Source: an optimization exercise on an open RTL-to-GDS flow (aim: small area and a short achievable clock period). Production flows keep margins and buffers that such runs may drop. The RTL was checked by simulation tests, not by an equivalence proof against the original design. No activity file was given, so power comes from the tool's default toggle rates.

== wip/zinc ==
==> flow/design.v <==
package spi_ram_pkg;
    localparam logic [1:0] CMD_WR_ADDR = 2'b00;
    localparam logic [1:0] CMD_WR_DATA = 2'b01;
    localparam logic [1:0] CMD_RD_ADDR = 2'b10;
    localparam logic [1:0] CMD_RD_DATA = 2'b11;
    localparam int TX_HOLD_DEFAULT = 8;
endpackage
module spram_core #(
    parameter int ADDR_SIZE = 8,
    parameter int MEM_DEPTH = 256
) (
    input  logic                 clk,
    input  logic                 we,
    input  logic [15:0]          wsel_lo,
    input  logic [15:0]          wsel_hi,
    input  logic [7:0]           wdata,
    input  logic [15:0]          rsel_lo,
    input  logic [3:0]           rsel_mid,
    input  logic [1:0]           rsel_hi,
    input  logic                 rst_q,
    output logic [7:0]           rdata
);
    logic [7:0] mem [256];
    logic [7:0] quarter [4];
    logic [7:0] quarter_q [4];
    logic       hit;
    logic       hit_q;
    logic [15:0]  wlo_n;
    logic [15:0]  whi_n;
    logic [255:0] wen;
    for (genvar j = 0; j < 16; j++) begin : g_wdec
        wr_inv   u_lo (.a(wsel_lo[j]), .y(wlo_n[j]));
        wr_nand2 u_hi (.a(wsel_hi[j]), .b(we), .y(whi_n[j]));
    end
    for (genvar i = 0; i < 256; i++) begin : g_wen
        wr_nor2 u_en (.a(whi_n[i/16]), .b(wlo_n[i%16]), .y(wen[i]));
    end
    always_ff @(posedge clk) begin
        for (int i = 0; i < 256; i++) begin
            if (wen[i]) begin
                mem[i] <= wdata;
            end
        end
    end
    for (genvar k = 0; k < 4; k++) begin : g_q
        for (genvar b = 0; b < 8; b++) begin : g_b
            logic [31:0] pair_n;
            logic [7:0]  half;
            logic [3:0]  mid_n;
            for (genvar p = 0; p < 32; p++) begin : g_p
                rd_aoi22 u_aoi (
                    .a(mem[64*k+2*p][b]),   .b(rsel_lo[(2*p)%16]),
                    .c(mem[64*k+2*p+1][b]), .d(rsel_lo[(2*p+1)%16]),
                    .y(pair_n[p])
                );
            end
            for (genvar h = 0; h < 8; h++) begin : g_h
                rd_nand4 u_nand (.a(pair_n[4*h]), .b(pair_n[4*h+1]), .c(pair_n[4*h+2]), .d(pair_n[4*h+3]), .y(half[h]));
            end
            for (genvar m = 0; m < 4; m++) begin : g_m
                rd_oai21 u_oai (.a(half[2*m]), .b(half[2*m+1]), .c(rsel_mid[m]), .y(mid_n[m]));
            end
            rd_nand4 u_out (.a(mid_n[0]), .b(mid_n[1]), .c(mid_n[2]), .d(mid_n[3]), .y(quarter[k][b]));
        end
    end
    logic [15:0] rsel_row;
    always_comb begin
        for (int g = 0; g < 16; g++) begin
            rsel_row[g] = rsel_mid[g%4] && (rsel_hi == 2'(g/4));
        end
    end
    assign hit = we && |(wsel_lo & rsel_lo) && |(wsel_hi & rsel_row);
    always_ff @(posedge clk) begin
        for (int k = 0; k < 4; k++) begin
            quarter_q[k] <= quarter[k];
        end
        hit_q <= hit;
    end
    always_comb begin
        if (rst_q) begin
            rdata = mem[0];
        end else if (hit_q) begin
            rdata = wdata;
        end else begin
            rdata = quarter_q[rsel_hi];
        end
    end
endmodule
module rd_aoi22 (
    input  logic a,
    input  logic b,
    input  logic c,
    input  logic d,
    output logic y
);
    assign y = !((a && b) || (c && d));
endmodule
module rd_nand4 (
    input  logic a,
    input  logic b,
    input  logic c,
    input  logic d,
    output logic y
);
    assign y = !(a && b && c && d);
endmodule
module rd_oai21 (
    input  logic a,
    input  logic b,
    input  logic c,
    output logic y
);
    assign y = !((a || b) && c);
endmodule
module wr_inv (
    input  logic a,
    output logic y
);
    assign y = !a;
endmodule
module wr_nand2 (
    input  logic a,
    input  logic b,
    output logic y
);
    assign y = !(a && b);
endmodule
module wr_nor2 (
    input  logic a,
    input  logic b,
    output logic y
);
    assign y = !(a || b);
endmodule
module spi_ram_ctrl #(
    parameter int MEM_DEPTH = 256,
    parameter int ADDR_SIZE = 8,
    parameter int TX_HOLD   = spi_ram_pkg::TX_HOLD_DEFAULT
) (
    input  logic       clk,
    input  logic       rst_n,
    input  logic [9:0] din,
    input  logic       rx_valid,
    output logic [7:0] dout,
    output logic       tx_valid
);
    localparam int CNT_W = (TX_HOLD > 1) ? $clog2(TX_HOLD) : 1;
    logic                 rx_valid_q;
    logic                 rst_q;
    logic                 cmd_accept;
    logic [1:0]           opcode;
    logic [7:0]           payload;
    logic [15:0]          wr_lo;
    logic [15:0]          wr_hi;
    logic                 wr_pend;
    logic [7:0]           wr_data;
    logic [15:0]          rd_lo;
    logic [3:0]           rd_mid;
    logic [1:0]           rd_hi;
    logic                 ram_re;
    logic [7:0]           ram_rdata;
    logic [7:0]           dout_q;
    logic                 tx_q;
    logic [CNT_W-1:0]     cnt;
    assign opcode     = din[9:8];
    assign payload    = din[7:0];
    assign cmd_accept = rst_n && rx_valid && !rx_valid_q;
    assign ram_re     = cmd_accept && (opcode == spi_ram_pkg::CMD_RD_DATA);
    spram_core #(
        .ADDR_SIZE(ADDR_SIZE),
        .MEM_DEPTH(MEM_DEPTH)
    ) u_core (
        .clk     (clk),
        .we      (wr_pend),
        .wsel_lo (wr_lo),
        .wsel_hi (wr_hi),
        .wdata   (wr_data),
        .rsel_lo (rd_lo),
        .rsel_mid(rd_mid),
        .rsel_hi (rd_hi),
        .rst_q   (rst_q),
        .rdata   (ram_rdata)
    );
    always_ff @(posedge clk) begin
        rst_q <= !rst_n;
    end
    always_ff @(posedge clk) begin
        if (cmd_accept && opcode == spi_ram_pkg::CMD_WR_DATA) begin
            wr_data <= payload;
        end
    end
    always_ff @(posedge clk) begin
        wr_pend <= cmd_accept && (opcode == spi_ram_pkg::CMD_WR_DATA);
    end
    always_ff @(posedge clk) begin
        if (!rst_n) begin
            rx_valid_q <= 1'b0;
            wr_lo      <= 16'h0001;
            wr_hi      <= 16'h0001;
            rd_lo      <= 16'h0001;
            rd_mid     <= 4'h1;
            rd_hi      <= '0;
        end else begin
            rx_valid_q <= rx_valid;
            if (wr_pend) begin
                wr_lo <= {wr_lo[14:0], wr_lo[15]};
                if (wr_lo[15]) begin
                    wr_hi <= {wr_hi[14:0], wr_hi[15]};
                end
            end
            if (cmd_accept) begin
                case (opcode)
                    spi_ram_pkg::CMD_WR_ADDR: begin
                        wr_lo <= 16'h0001 << payload[3:0];
                        wr_hi <= 16'h0001 << payload[7:4];
                    end
                    spi_ram_pkg::CMD_RD_ADDR: begin
                        rd_lo  <= 16'h0001 << payload[3:0];
                        rd_mid <= 4'h1 << payload[5:4];
                        rd_hi  <= payload[7:6];
                    end
                    spi_ram_pkg::CMD_RD_DATA: begin
                        rd_lo <= {rd_lo[14:0], rd_lo[15]};
                        if (rd_lo[15]) begin
                            rd_mid <= {rd_mid[2:0], rd_mid[3]};
                            if (rd_mid[3]) begin
                                rd_hi <= rd_hi + 1'b1;
                            end
                        end
                    end
                    default: ;
                endcase
            end
        end
    end
    always_ff @(posedge clk) begin
        if (!rst_n) begin
            dout_q <= '0;
            tx_q   <= 1'b0;
            cnt    <= '0;
        end else if (ram_re) begin
            dout_q <= ram_rdata;
            tx_q   <= 1'b1;
            cnt    <= CNT_W'(TX_HOLD - 1);
        end else if (tx_q) begin
            if (cnt == '0) begin
                tx_q <= 1'b0;
            end else begin
                cnt <= cnt - 1'b1;
            end
        end
    end
    assign dout     = dout_q;
    assign tx_valid = tx_q;
endmodule
clock: 4.5 ns
lec_check: 0
cap_margin: 20
core_margin: 2
core_utilization: 60
cts_cluster_diameter: 80
cts_cluster_size: 20
setup_slack_margin: 2.35
slew_margin: 20
synth_hierarchical: 1
standard.sh (not shown) runs the stock make flow with config.mk's settings and CLKGATE_MAP_FILE= SYNTH_SCRIPT=/design/flow/synth_recipe.tcl, a recipe that flattens the netlist after the stock synthesis.
==> flow/flow/run.sh <==
#!/bin/bash
# Standard layout with two changes:
#  - after synthesis, the read-mux AOI cells that ABC maps at drive
#    strength 2 are put back to drive strength 1 (the resizer upsizes any
#    that timing needs); registers are left exactly as synthesized;
#  - the port buffers are plain buf_4 cells instead of the delay buffers
#    buffer_ports picks on its own.
set -euo pipefail
NET=$PWD/orfs/results/sky130hd/spi_ram_ctrl/base/1_2_yosys.v
bash standard.sh "$NET" > synth.log 2>&1
cp "$NET" 1_2_yosys.orig.v
sed -i 's/\bsky130_fd_sc_hd__a22oi_2\b/sky130_fd_sc_hd__a22oi_1/g' "$NET"
bash standard.sh "BUFFER_PORTS_ARGS=-buffer_cell sky130_fd_sc_hd__buf_4" finish > layout.log 2>&1
Every stage of the flow completed for wip/zinc, and the final layout passed the timing, design-rule and antenna checks.
#### Input delta (wip/willow over wip/zinc)
# wip/zinc
export LEC_CHECK = 0
export CAP_MARGIN = 20
export CORE_MARGIN = 2
export CORE_UTILIZATION = 60
export CTS_CLUSTER_DIAMETER = 80
export CTS_CLUSTER_SIZE = 20
export SETUP_SLACK_MARGIN = 2.35
export SLEW_MARGIN = 20
export SYNTH_HIERARCHICAL = 1
create_clock -name core_clock -period 4.5 [get_ports {clk}]
# wip/willow
export LEC_CHECK = 0
export CAP_MARGIN = 20
export CORE_MARGIN = 2
export CORE_UTILIZATION = 65
export CTS_CLUSTER_DIAMETER = 80
export CTS_CLUSTER_SIZE = 24
export SETUP_SLACK_MARGIN = 2.35
export SLEW_MARGIN = 20
export SYNTH_HIERARCHICAL = 1
create_clock -name core_clock -period 4.5 [get_ports {clk}]
==> flow/flow/run.sh <==
#!/bin/bash
# Standard layout with two changes:
#  - after synthesis, size_cells.py resizes some combinational cells by the
#    net they drive (read-mux AOIs to strength 1, write-enable NOR2s to 2,
#    write row/column drivers to 4); registers are left exactly as
#    synthesized;
#  - the port buffers are plain buf_4 cells instead of the delay buffers
#    buffer_ports picks on its own.
set -euo pipefail
NET=$PWD/orfs/results/sky130hd/spi_ram_ctrl/base/1_2_yosys.v
bash standard.sh "$NET" > synth.log 2>&1
cp "$NET" 1_2_yosys.orig.v
python3 flow/size_cells.py "$NET" > size_cells.log 2>&1
bash standard.sh "BUFFER_PORTS_ARGS=-buffer_cell sky130_fd_sc_hd__buf_4" finish > layout.log 2>&1
==> flow/flow/size_cells.py (new file) <==
#!/usr/bin/env python3
"""Resize combinational cells in the synthesized netlist by the net they drive.

usage: size_cells.py NETLIST

- read-mux AOI cells mapped at drive strength 2 go back to strength 1;
- the byte write-enable NOR2s (each drives 8 flip-flop enables) go to
  strength 2, and the write row/column lines that drive 16 of them go to
  strength 4.
Registers are not touched.
"""
import re
import sys

path = sys.argv[1]
text = open(path).read()

rules = [
    (r'u_core\.g_wen\[\d+\]\.u_en\.y', 'nor2', '2'),
    (r'u_core\.g_wdec\[\d+\]\.u_hi\.y', 'nand2', '4'),
    (r'u_core\.g_wdec\[\d+\]\.u_lo\.y', 'inv', '4'),
]

cell_re = re.compile(r'(  sky130_fd_sc_hd__)(\w+?)_(\d+)( \S+ \((?:[^;])*?\);)', re.S)
count = {}


def fix(m):
    base, strength, body = m.group(2), m.group(3), m.group(4)
    if base == 'a22oi' and strength == '2':
        count['a22oi'] = count.get('a22oi', 0) + 1
        return m.group(1) + 'a22oi_1' + body
    out = re.search(r'\.Y\(\\?(\S+) \)', body)
    if out:
        for pat, want_base, want in rules:
            if base == want_base and re.fullmatch(pat, out.group(1)):
                count[pat] = count.get(pat, 0) + 1
                return m.group(1) + base + '_' + want + body
    return m.group(0)


text = cell_re.sub(fix, text)
open(path, 'w').write(text)
for k, v in count.items():
    print(f'{v:5d} {k}')
==> comparison <==
wip/zinc → wip/willow: count of filler cells inserted in the layout went down, final design utilization climbed 4.3 points, relative contribution of sequential cells to total power moved up, post-route minimum period went down 32 ps.
Of wip/zinc and wip/willow, the run reporting the higher synthesized area was wip/willow.
Summary of wip/willow over wip/zinc: switching power lost 1.9%, maximum frequency picked up an extra 1.5%, detailed-placement wirelength estimate lost 9200 microns.
Every stage of the flow completed for wip/willow, and the final layout passed the timing, design-rule and antenna checks.
The inputs of wip/quartz differ from those of wip/willow as listed below.
# wip/willow
export LEC_CHECK = 0
export CAP_MARGIN = 20
export CORE_MARGIN = 2
export CORE_UTILIZATION = 65
export CTS_CLUSTER_DIAMETER = 80
export CTS_CLUSTER_SIZE = 24
export SETUP_SLACK_MARGIN = 2.35
export SLEW_MARGIN = 20
export SYNTH_HIERARCHICAL = 1
create_clock -name core_clock -period 4.5 [get_ports {clk}]
# wip/quartz
export LEC_CHECK = 0
export CAP_MARGIN = 20
export CORE_MARGIN = 2
export CORE_UTILIZATION = 60
export CTS_CLUSTER_DIAMETER = 80
export CTS_CLUSTER_SIZE = 20
export SETUP_SLACK_MARGIN = 2.45
export SLEW_MARGIN = 20
export SYNTH_HIERARCHICAL = 1
create_clock -name core_clock -period 4.5 [get_ports {clk}]
==> flow/flow/run.sh <==
#!/bin/bash
# Standard layout with two changes:
#  - after synthesis, the read-mux AOI cells that ABC maps at drive
#    strength 2 are put back to drive strength 1 (the resizer upsizes any
#    that timing needs); registers are left exactly as synthesized;
#  - the port buffers are plain buf_4 cells instead of the delay buffers
#    buffer_ports picks on its own.
set -euo pipefail
NET=$PWD/orfs/results/sky130hd/spi_ram_ctrl/base/1_2_yosys.v
bash standard.sh "$NET" > synth.log 2>&1
cp "$NET" 1_2_yosys.orig.v
sed -i 's/\bsky130_fd_sc_hd__a22oi_2\b/sky130_fd_sc_hd__a22oi_1/g' "$NET"
bash standard.sh "BUFFER_PORTS_ARGS=-buffer_cell sky130_fd_sc_hd__buf_4" finish > layout.log 2>&1
removed: flow/flow/size_cells.py
Run comparison: wip/quartz worst setup path startpoint wr_hi[5]; wip/willow worst setup path startpoint tx_q. Delta (wip/quartz minus wip/willow): via count now sits higher, transition time at the pin with the least slew margin now sits lower, sequential share of cell area now sits lower. Register area: wip/quartz vs wip/willow, no meaningful difference. The number of sinks driven by the clock tree on wip/willow is in line with that on wip/quartz.
Input changes introduced in wip/violet (baseline for comparison: wip/quartz):
# wip/quartz
export LEC_CHECK = 0
export CAP_MARGIN = 20
export CORE_MARGIN = 2
export CORE_UTILIZATION = 60
export CTS_CLUSTER_DIAMETER = 80
export CTS_CLUSTER_SIZE = 20
export SETUP_SLACK_MARGIN = 2.45
export SLEW_MARGIN = 20
export SYNTH_HIERARCHICAL = 1
create_clock -name core_clock -period 4.5 [get_ports {clk}]
# wip/violet
export LEC_CHECK = 0
export CAP_MARGIN = 20
export CORE_MARGIN = 2
export CORE_UTILIZATION = 70
export CTS_CLUSTER_DIAMETER = 80
export CTS_CLUSTER_SIZE = 20
export SETUP_SLACK_MARGIN = 2.35
export SLEW_MARGIN = 20
export SYNTH_HIERARCHICAL = 1
create_clock -name core_clock -period 4.5 [get_ports {clk}]
==> flow/flow/run.sh <==
#!/bin/bash
# Standard layout with two changes:
#  - after synthesis, size_cells.py resizes some combinational cells by the
#    net they drive (read-mux AOIs to strength 1, write-enable NOR2s to 2,
#    write row/column drivers to 4); registers are left exactly as
#    synthesized;
#  - the port buffers are plain buf_4 cells instead of the delay buffers
#    buffer_ports picks on its own.
set -euo pipefail
NET=$PWD/orfs/results/sky130hd/spi_ram_ctrl/base/1_2_yosys.v
bash standard.sh "$NET" > synth.log 2>&1
cp "$NET" 1_2_yosys.orig.v
python3 flow/size_cells.py "$NET" > size_cells.log 2>&1
bash standard.sh "BUFFER_PORTS_ARGS=-buffer_cell sky130_fd_sc_hd__buf_4" finish > layout.log 2>&1
==> flow/flow/size_cells.py (new file) <==
#!/usr/bin/env python3
"""Resize combinational cells in the synthesized netlist by the net they drive.

usage: size_cells.py NETLIST

- read-mux AOI cells mapped at drive strength 2 go back to strength 1;
- the byte write-enable NOR2s (each drives 8 flip-flop enables) go to
  strength 2, and the write row/column lines that drive 16 of them go to
  strength 4.
Registers are not touched.
"""
import re
import sys

path = sys.argv[1]
text = open(path).read()

rules = [
    (r'u_core\.g_wen\[\d+\]\.u_en\.y', 'nor2', '2'),
    (r'u_core\.g_wdec\[\d+\]\.u_hi\.y', 'nand2', '4'),
    (r'u_core\.g_wdec\[\d+\]\.u_lo\.y', 'inv', '4'),
]

cell_re = re.compile(r'(  sky130_fd_sc_hd__)(\w+?)_(\d+)( \S+ \((?:[^;])*?\);)', re.S)
count = {}


def fix(m):
    base, strength, body = m.group(2), m.group(3), m.group(4)
    if base == 'a22oi' and strength == '2':
        count['a22oi'] = count.get('a22oi', 0) + 1
        return m.group(1) + 'a22oi_1' + body
    out = re.search(r'\.Y\(\\?(\S+) \)', body)
    if out:
        for pat, want_base, want in rules:
            if base == want_base and re.fullmatch(pat, out.group(1)):
                count[pat] = count.get(pat, 0) + 1
                return m.group(1) + base + '_' + want + body
    return m.group(0)


text = cell_re.sub(fix, text)
open(path, 'w').write(text)
for k, v in count.items():
    print(f'{v:5d} {k}')
[summary]
- wip/quartz has higher combined area of the multi-input logic cells than wip/violet.
- Summary of wip/violet over wip/quartz: floorplan core area down about 14%, combinational power share down 0.3 points, clock-buffer cell count up about 1%, global-route usage up 0.29 points.
- Re length in cells of the worst reg-to-reg path: wip/violet is 3 up on wip/quartz.
- wip/violet vs wip/quartz: total power after layout down
- Side by side, worst slack on hold paths turned out lower in wip/violet than in wip/quartz.
- Status: overflow left after global routing parity (wip/violet, wip/quartz)
- Number of placed cells counting well taps | wip/violet below wip/quartz
- NOTE: area growth from synthesis to layout in wip/violet falls short of that of wip/quartz

==> re-timing with driven ports <==
The flow's constraints put no driver on any port. The routed layouts listed below were extracted and timed again, unchanged, in two steps. Step 1 (the two cells are an assumption about what drives the block):
set clk [get_ports {clk}]
set_driving_cell -lib_cell sky130_fd_sc_hd__clkbuf_16 $clk
set_driving_cell -lib_cell sky130_fd_sc_hd__buf_2 [delete_from_list [all_inputs] $clk]
Step 2, shift: input delay + t, output delay - t, t = (earliest + latest rising clock arrival at the registers) / 2. This alone moves slack from input paths to output paths. Three values: no drivers, after step 1, after step 2; two values: the first two.
run | t, ns | setup WS [ns] | worst hold slack (ns) | latest minus earliest clock arrival (ns)
wip/zinc | 0.827 | 2.285 / 2.240 / 1.750 | 0.414 / 0.359 / 0.498 | 0.035 / 0.035
wip/willow | 0.800 | 2.317 / 2.238 / 1.622 | 0.433 / 0.442 / 0.541 | 0.025 / 0.026
wip/quartz | 0.826 | 2.262 / 2.262 / 1.677 | 0.430 / 0.380 / 0.510 | 0.034 / 0.034
wip/violet | 0.815 | 2.310 / 2.255 / 1.583 | 0.399 / 0.392 / 0.538 | 0.036 / 0.036
After both steps every run listed still meets setup and hold. The setup slack of wip/violet, which loses most, moves by -0.055 ns with the drivers and by -0.727 ns with both steps.
